Source: an optimization exercise on an open RTL-to-GDS flow (aim: small area, a short achievable clock period and few clock cycles per item). Production flows keep margins and buffers that such runs may drop.
Only simulation tests tie the RTL to the original design; equivalence was not proved.
No activity file was given, so power comes from the tool's default toggle rates.

==> run K: inputs <==
Design rbm_recon, start of the top module:
module rbm_recon (
    input  wire          clk,
    input  wire          reset_n,
    input  wire          start,
    input  wire  [15:0]  hidden,
    input  wire          param_we,
    input  wire  [16:0]  param,
    output logic         busy,
    output logic         done,
    output logic [15:0]  visible
);
==> module rbm_sequencer, before the edit <==
module rbm_sequencer (
    input  wire            clk,
    input  wire            reset_n,
    input  wire            start,
    input  wire  [15:0]    hidden,
    input  wire            param_we,
    input  wire  [16:0]    param,
    output logic           busy,
    output logic [2047:0]  ring_q,
    output logic [15:0]    gate,
    output logic [127:0]   bias_q,
    output logic           v1,
    output logic           v2,
    output logic           v3
);
    logic [3:0]   pos;
    logic         clr;
    logic         pend;
    logic         wb;
    logic [3:0]   p_row;
    logic [3:0]   p_col;
    logic [7:0]   p_data;
    logic accept;
    logic wacc;
    logic hit;
    logic pend_next;
    logic clr_next;
    assign accept = start & ~busy;
    assign wacc   = param_we & ~busy;
    assign hit       = pend & (p_col == ~pos);
    assign pend_next = pend ? ~hit : (wacc & ~param[16]);
    assign clr_next  = clr & ~(pos == 4'd15);
    always_ff @(posedge clk or negedge reset_n) begin
        if (!reset_n) begin
            pos  <= '0;
            clr  <= 1'b1;
            busy <= 1'b1;
            pend <= 1'b0;
            wb   <= 1'b0;
            v1   <= 1'b0;
            v2   <= 1'b0;
            v3   <= 1'b0;
        end else begin
            pos  <= pos + 4'd1;
            clr  <= clr_next;
            busy <= clr_next | pend_next;
            pend <= pend_next;
            wb   <= wacc & param[16];
            v1   <= accept;
            v2   <= v1;
            v3   <= v2;
        end
    end
    always_ff @(posedge clk) begin
        if (!pend) begin
            p_row  <= param[15:12];
            p_col  <= param[11:8];
            p_data <= param[7:0];
        end
    end
    for (genvar k = 0; k < 16; k++) begin : g_bias
        always_ff @(posedge clk or negedge reset_n) begin
            if (!reset_n) begin
                bias_q[8*k +: 8] <= '0;
            end else if (wb && p_row == 4'(k)) begin
                bias_q[8*k +: 8] <= p_data;
            end
        end
    end
    for (genvar k = 0; k < 16; k++) begin : g_lane
        logic sel;
        assign sel = clr | (hit & (p_row == 4'(k)));
        always_ff @(posedge clk) begin
            ring_q[8*k +: 8] <= sel ? (clr ? 8'd0 : p_data) : ring_q[128*15 + 8*k +: 8];
        end
    end
    always_ff @(posedge clk) begin
        ring_q[2047:128] <= ring_q[1919:0];
    end
    always_ff @(posedge clk) begin
        for (int s = 0; s < 16; s++) begin
            gate[s] <= hidden[4'(s) + ~pos];
        end
    end
endmodule
==> module rbm_recon, before the edit <==
module rbm_recon (
    input  wire          clk,
    input  wire          reset_n,
    input  wire          start,
    input  wire  [15:0]  hidden,
    input  wire          param_we,
    input  wire  [16:0]  param,
    output logic         busy,
    output logic         done,
    output logic [15:0]  visible
);
    logic [2047:0] ring_q;
    logic [15:0]   gate;
    logic [127:0]  bias_q;
    logic          v1;
    logic          v2;
    logic          v3;
    logic [15:0]   sample;
    rbm_sequencer u_sequencer (
        .clk      (clk),
        .reset_n  (reset_n),
        .start    (start),
        .hidden   (hidden),
        .param_we (param_we),
        .param    (param),
        .busy     (busy),
        .ring_q   (ring_q),
        .gate     (gate),
        .bias_q   (bias_q),
        .v1       (v1),
        .v2       (v2),
        .v3       (v3)
    );
    for (genvar k = 0; k < 16; k++) begin : g_unit
        logic [127:0] wring;
        for (genvar s = 0; s < 16; s++) begin : g_s
            assign wring[8*s +: 8] = ring_q[128*s + 8*k +: 8];
        end
        visible_unit #(
            .UNIT_INDEX (k)
        ) u_unit (
            .clk     (clk),
            .reset_n (reset_n),
            .wring   (wring),
            .gate    (gate),
            .bias    (bias_q[8*k +: 8]),
            .v1      (v1),
            .sample  (sample[k])
        );
    end
    sample_collector u_collector (
        .clk     (clk),
        .reset_n (reset_n),
        .sample  (sample),
        .v2      (v3),
        .visible (visible),
        .done    (done)
    );
endmodule
make LEC_CHECK=0 ABC_CLOCK_PERIOD_IN_PS=2700 CAP_MARGIN=20 CORE_MARGIN=2 CORE_UTILIZATION=55 SETUP_SLACK_MARGIN=4.2 SLEW_MARGIN=20 finish   # period 7.0 ns
run.sh (not shown) runs the stock make flow with config.mk's settings and CLKGATE_MAP_FILE= SYNTH_SCRIPT=/design/flow/synth_recipe.tcl, a recipe that flattens the netlist after the stock synthesis.
==> run D (differences from run K) <==
--- a/flow/design.v
+++ b/flow/design.v
@@ -41,3 +41,3 @@
     output logic [2047:0]  ring_q,
-    output logic [15:0]    gate,
+    output logic [63:0]    gate,
     output logic [127:0]   bias_q,
@@ -111,5 +111,16 @@
     end
-    always_ff @(posedge clk) begin
-        for (int s = 0; s < 16; s++) begin
-            gate[s] <= hidden[4'(s) + ~pos];
+    localparam logic [31:0] ORDER = {8'b01_11_00_10, 8'b10_00_11_01, 8'b00_01_10_11, 8'b11_10_01_00};
+    logic [3:0] rot;
+    assign rot = ~pos;
+    for (genvar j = 0; j < 4; j++) begin : g_gcopy
+        logic [15:0] x [5];
+        assign x[0] = hidden;
+        for (genvar t = 0; t < 4; t++) begin : g_stage
+            localparam int B = ORDER[8*j + 2*t +: 2];
+            for (genvar s = 0; s < 16; s++) begin : g_bit
+                assign x[t+1][s] = rot[B] ? x[t][(s + (1 << B)) % 16] : x[t][s];
+            end
+        end
+        always_ff @(posedge clk) begin
+            gate[16*j +: 16] <= x[4];
         end
@@ -618,3 +629,3 @@
     logic [2047:0] ring_q;
-    logic [15:0]   gate;
+    logic [63:0]   gate;
     logic [127:0]  bias_q;
@@ -650,3 +661,3 @@
             .wring   (wring),
-            .gate    (gate),
+            .gate    (gate[16*(k/4) +: 16]),
             .bias    (bias_q[8*k +: 8]),
--- a/flow/config.mk
+++ b/flow/config.mk
@@ -11,2 +11,3 @@
 export CORE_UTILIZATION = 55
+export CTS_BUF_LIST = sky130_fd_sc_hd__clkbuf_4 sky130_fd_sc_hd__clkbuf_8
 export SETUP_SLACK_MARGIN = 4.2
==> flow_metrics.env <==
export IMPL_stdcell_count=18283
export IMPL_fp_dieH_um=548
export IMPL_path_clk_slew_ps=60
export IMPL_status="timing/DRC/antenna clean"
export IMPL_p_switching_uw=19000
export IMPL_htree_levels=6
export IMPL_drive_above_1_share=0.142
export IMPL_n_fill_cell=23360
export IMPL_signal_buffers=211
export IMPL_grt_pass1_wl_mm=595
export IMPL_route_met3_wl_mm=17.8
export IMPL_ys_ff_latch=3836
export IMPL_buffer_area_frac=0.0121
export IMPL_row_count=199
the above is filed under run D

==> flow_metrics.env <==
export IMPL_p_switching_uw=18900
export IMPL_antenna_found_initial=78
export IMPL_signal_buffers=272
export IMPL_route_met3_wl_mm=29.3
export IMPL_stdcell_count=17872
export IMPL_status="timing/DRC/antenna clean"
export IMPL_htree_levels=5
export IMPL_grt_pass1_wl_mm=615
export IMPL_fp_dieH_um=545
export IMPL_n_fill_cell=22696
export IMPL_buffer_area_frac=0.0227
export IMPL_path_clk_slew_ps=70
export IMPL_reg_largest_list="u_sequencer.ring_q: 2048 flops, g_unit.u_unit.p1_q: 768 flops, g_unit.u_unit.p2_q: 352 flops"
the above is filed under run K

Testbench counts of run K, summed over its fixed seeds: cycles 1,072, items 1,024.
Testbench counts of run D, summed over its fixed seeds: cycles 1,072, items 1,024.

---

==> run a <==
Another version of the RTL of rbm_recon (not shown whole).
==> flow/config.mk <==
export PLATFORM = sky130hd
export DESIGN_NAME = rbm_recon
export DESIGN_NICKNAME = rbm_recon
export VERILOG_FILES = /design/flow/design.v
export SDC_FILE = /design/flow/constraint.sdc
export NUM_CORES = 4
export LEC_CHECK = 0
export ABC_CLOCK_PERIOD_IN_PS = 2700
export CAP_MARGIN = 20
export CORE_MARGIN = 2
export CORE_UTILIZATION = 65
export CTS_CLUSTER_DIAMETER = 100
export CTS_CLUSTER_SIZE = 26
export SETUP_SLACK_MARGIN = 4.25
export SLEW_MARGIN = 20
==> flow/constraint.sdc <==
create_clock -name core_clock -period 7.0 [get_ports {clk}]
set_input_delay 1.4000 -clock core_clock [delete_from_list [all_inputs] [get_ports {clk}]]
set_output_delay 1.4000 -clock core_clock [all_outputs]
set_load 0.01 [all_outputs]
standard.sh (not shown) runs the stock make flow with config.mk's settings and CLKGATE_MAP_FILE= SYNTH_SCRIPT=/design/flow/synth_recipe.tcl, a recipe that flattens the netlist after the stock synthesis.
==> flow/flow/run.sh <==
#!/bin/bash
# The standard layout, with one netlist pass between synthesis and
# floorplan: flow/fapol_opt.py re-chooses the polarity of each full adder
# (a full adder is self-dual) and of and2/nand2-type gates so that fewer
# inverters are needed. Registers, ports and all other cells are unchanged.
set -euo pipefail
R=orfs/results/sky130hd/rbm_recon/base
bash standard.sh synth > synth.log 2>&1
cp "$R/1_2_yosys.v" "$R/1_2_yosys_std.v"
python3 flow/fapol_opt.py "$R/1_2_yosys_std.v" "$R/1_2_yosys.v" > fapol.log 2>&1
rm -f "$R/1_synth.odb" "$R/1_synth.sdc"
bash standard.sh finish > layout.log 2>&1
Other scripts of this flow, unchanged in this note and not shown: flow/flow/fapol_opt.py
==> inputs of run b, as changes to run a <==
CORE_UTILIZATION = 55   (was 65)
SETUP_SLACK_MARGIN = 4.17   (was 4.25)
==> inputs of run c, as changes to run a <==
CORE_UTILIZATION = 60   (was 65)
SETUP_SLACK_MARGIN = 4.17   (was 4.25)
==> impl_metrics.tcl <==
set metrics [dict create \
    drt_wl_total_um 345600 \
    cts_resized 144 \
    nClkBuffers 260 \
    power_frac_clock_pct 28.7 \
    status "timing/DRC/antenna clean" \
    hp-start "g_unit[10].u_unit.p1_q[1]$_DFF_P_" \
    p_switching_mw 10.61 \
    relSlewSlack_pct 27.74 \
    drive_gt1_share_pct 8.463 \
    dr.pass1.iters 6 \
    start_util_pct 55.40 \
    first_iter_violations 5819 \
    cp_data_arrival_time_ns 1.47 \
    buffers 240 \
    p_leak_nw 59.90 \
    slowest_stage "dfrtp_2" \
]
# the run above: run b

==> impl_metrics.tcl <==
set metrics [dict create \
    start_util_pct 60.40 \
    cts_resized 146 \
    nClkBuffers 265 \
    power_frac_clock_pct 28.5 \
    p_switching_mw 10.23 \
    whs_ns 0.3295 \
    top_regs "u_sequencer.ring_q x2048, g_unit.u_unit.p1_q x800, g_unit.u_unit.p2_q x352" \
    p_leak_nw 59.38 \
    slowest_stage "dfrtp_2" \
    cp_data_arrival_time_ns 1.49 \
    relSlewSlack_pct 23.33 \
    drt_wl_total_um 329600 \
    hp-start "g_unit[15].u_unit.p1_q[5]$_DFF_P_" \
    setup_viol 0 \
    status "timing/DRC/antenna clean" \
    first_iter_violations 5558 \
    dr.pass1.iters 8 \
    drive_gt1_share_pct 7.870 \
    register_area_um2 77720 \
    syn_area_per_cell_um2 12.52 \
]
# the run above: run c

==> impl_metrics.tcl <==
set metrics [dict create \
    cts_resized 183 \
    worst-slew-pin-transition_ns 1.143 \
    first_iter_violations 5377 \
    cp_data_arrival_time_ns 1.47 \
    start_util_pct 65.42 \
    wl_per_cell_um 22.24 \
    setup_viol 0 \
    drive_gt1_share_pct 8.048 \
    dr.pass1.iters 6 \
    hp-start "g_unit[4].u_unit.p1_q[0]$_DFF_P_" \
    syn_nets 14057 \
    slowest_stage "dfrtp_1" \
    relSlewSlack_pct 23.81 \
    placed_area_um2 151900 \
    p_leak_nw 59.54 \
    drt_wl_total_um 330500 \
    status "timing/DRC/antenna clean" \
    cts_root_buffer "clkbuf_16" \
    buffers 197 \
    top_regs "u_sequencer.ring_q x2048, g_unit.u_unit.p1_q x800, g_unit.u_unit.p2_q x352" \
    nClkBuffers 253 \
    power_frac_clock_pct 28.4 \
]
# the run above: run a

Testbench counts of run a, summed over its fixed seeds: cycles 1,072, items 1,024.
Testbench counts of run b, summed over its fixed seeds: cycles 1,072, items 1,024.
Testbench counts of run c, summed over its fixed seeds: cycles 1,072, items 1,024.

---

==> inputs of v35 <==
Starting RTL as in the previous note.
Settings: LEC_CHECK=0, ABC_CLOCK_PERIOD_IN_PS=2700, CAP_MARGIN=20, CORE_MARGIN=2, CORE_UTILIZATION=55, CTS_CLUSTER_DIAMETER=100, CTS_CLUSTER_SIZE=26, SETUP_SLACK_MARGIN=4.25, SLEW_MARGIN=20; clock period 7.0 ns.
Scripts as last shown in full above: flow/flow/run.sh
Other scripts of this flow, unchanged in this note and not shown: flow/flow/fapol_opt.py
==> v16 (differences from v35) <==
--- a/flow/config.mk
+++ b/flow/config.mk
@@ -7,3 +7,3 @@
 export LEC_CHECK = 0
-export ABC_CLOCK_PERIOD_IN_PS = 2700
+export ABC_CLOCK_PERIOD_IN_PS = 4000
 export CAP_MARGIN = 20
@@ -13,3 +13,3 @@
 export CTS_CLUSTER_SIZE = 26
-export SETUP_SLACK_MARGIN = 4.25
+export SETUP_SLACK_MARGIN = 4.17
 export SLEW_MARGIN = 20
==> comparison <==
- v16 finished clean. v35 completed without violations.
- Of v16 and v35, v35 has the higher setup slack (gap 3.2 ps).
- In sequential power, v35 and v16 hardly differ.
- In count of clock-buffer cells in the layout, v35 and v16 do not differ.
- In register-to-register slack, v16 and v35 hardly differ.
- In routed wire length, v16 and v35 hardly differ.
==> figures <==
| item | v16 | v35 |
|---|---|---|
| Outcome | finished clean | finished clean |
| Total number of vias | 82300 | 82100 |
| Flip-flop and latch share of the layout cell area | 48.9% | 48.8% |
| Worst-margin pin slew | 1080 ps | 1080 ps |
| Maximum operating frequency | 348 MHz | 349 MHz |
| Average wire length per cell after detail routing | 22.4 µm | 22.4 µm |
| Ratio of layout area to synthesized area | 1.069x | 1.071x |
| Maximum clock skew at final layout | 34.4 ps | 35.9 ps |
| M3 GR Usage | 3.09% | 3.17% |
| Detailed router's first-iteration violation count | 5819 | 5605 |
| Worst setup slack after layout | 4130 ps | 4130 ps |
Testbench counts of v35, summed over its fixed seeds: cycles 1,072, items 1,024.
Testbench counts of v16, summed over its fixed seeds: cycles 1,072, items 1,024.

## static timing again, ports no longer ideal
The results above use ideal ports. As a check the final layouts listed here were re-extracted and re-timed, cells and wires unchanged.
Step 1, drivers: a clkbuf_16 drives clk and a buf_2 each remaining input, both assumed.
Step 2 also shifts input and output timing later by t, the mid clock arrival at the registers, as if the neighbouring blocks saw the same clock.
Three values: ideal ports, drivers, drivers and shift; two values: the first two.
run | t (ns) | slack for setup (ns) | hold WS [ns] | clock arrival spread, ns | pins driven straight from the clock port
run K | 1.020 | 4.004 / 3.906 / 3.919 | 0.314 / 0.314 / 0.314 | 0.053 / 0.053 | 1
run D | 1.238 | 3.584 / 3.490 / 3.647 | 0.266 / 0.236 / 0.316 | 0.056 / 0.057 | 1
run a | 0.927 | 4.127 / 4.040 / 3.364 | 0.319 / 0.319 / 0.319 | 0.032 / 0.032 | 1
run b | 0.943 | 4.128 / 4.032 / 3.520 | 0.332 / 0.332 / 0.332 | 0.043 / 0.043 | 1
run c | 0.930 | 4.110 / 4.013 / 3.334 | 0.330 / 0.330 / 0.330 | 0.036 / 0.036 | 1
v35 | 0.940 | 4.131 / 4.036 / 3.530 | 0.331 / 0.331 / 0.331 | 0.046 / 0.046 | 1
v16 | 0.943 | 4.128 / 4.032 / 3.520 | 0.332 / 0.332 / 0.332 | 0.043 / 0.043 | 1
After both steps every run listed still meets setup and hold. For run c, which loses most, drivers alone change the setup slack by -0.097 ns; drivers and shift together by -0.776 ns.
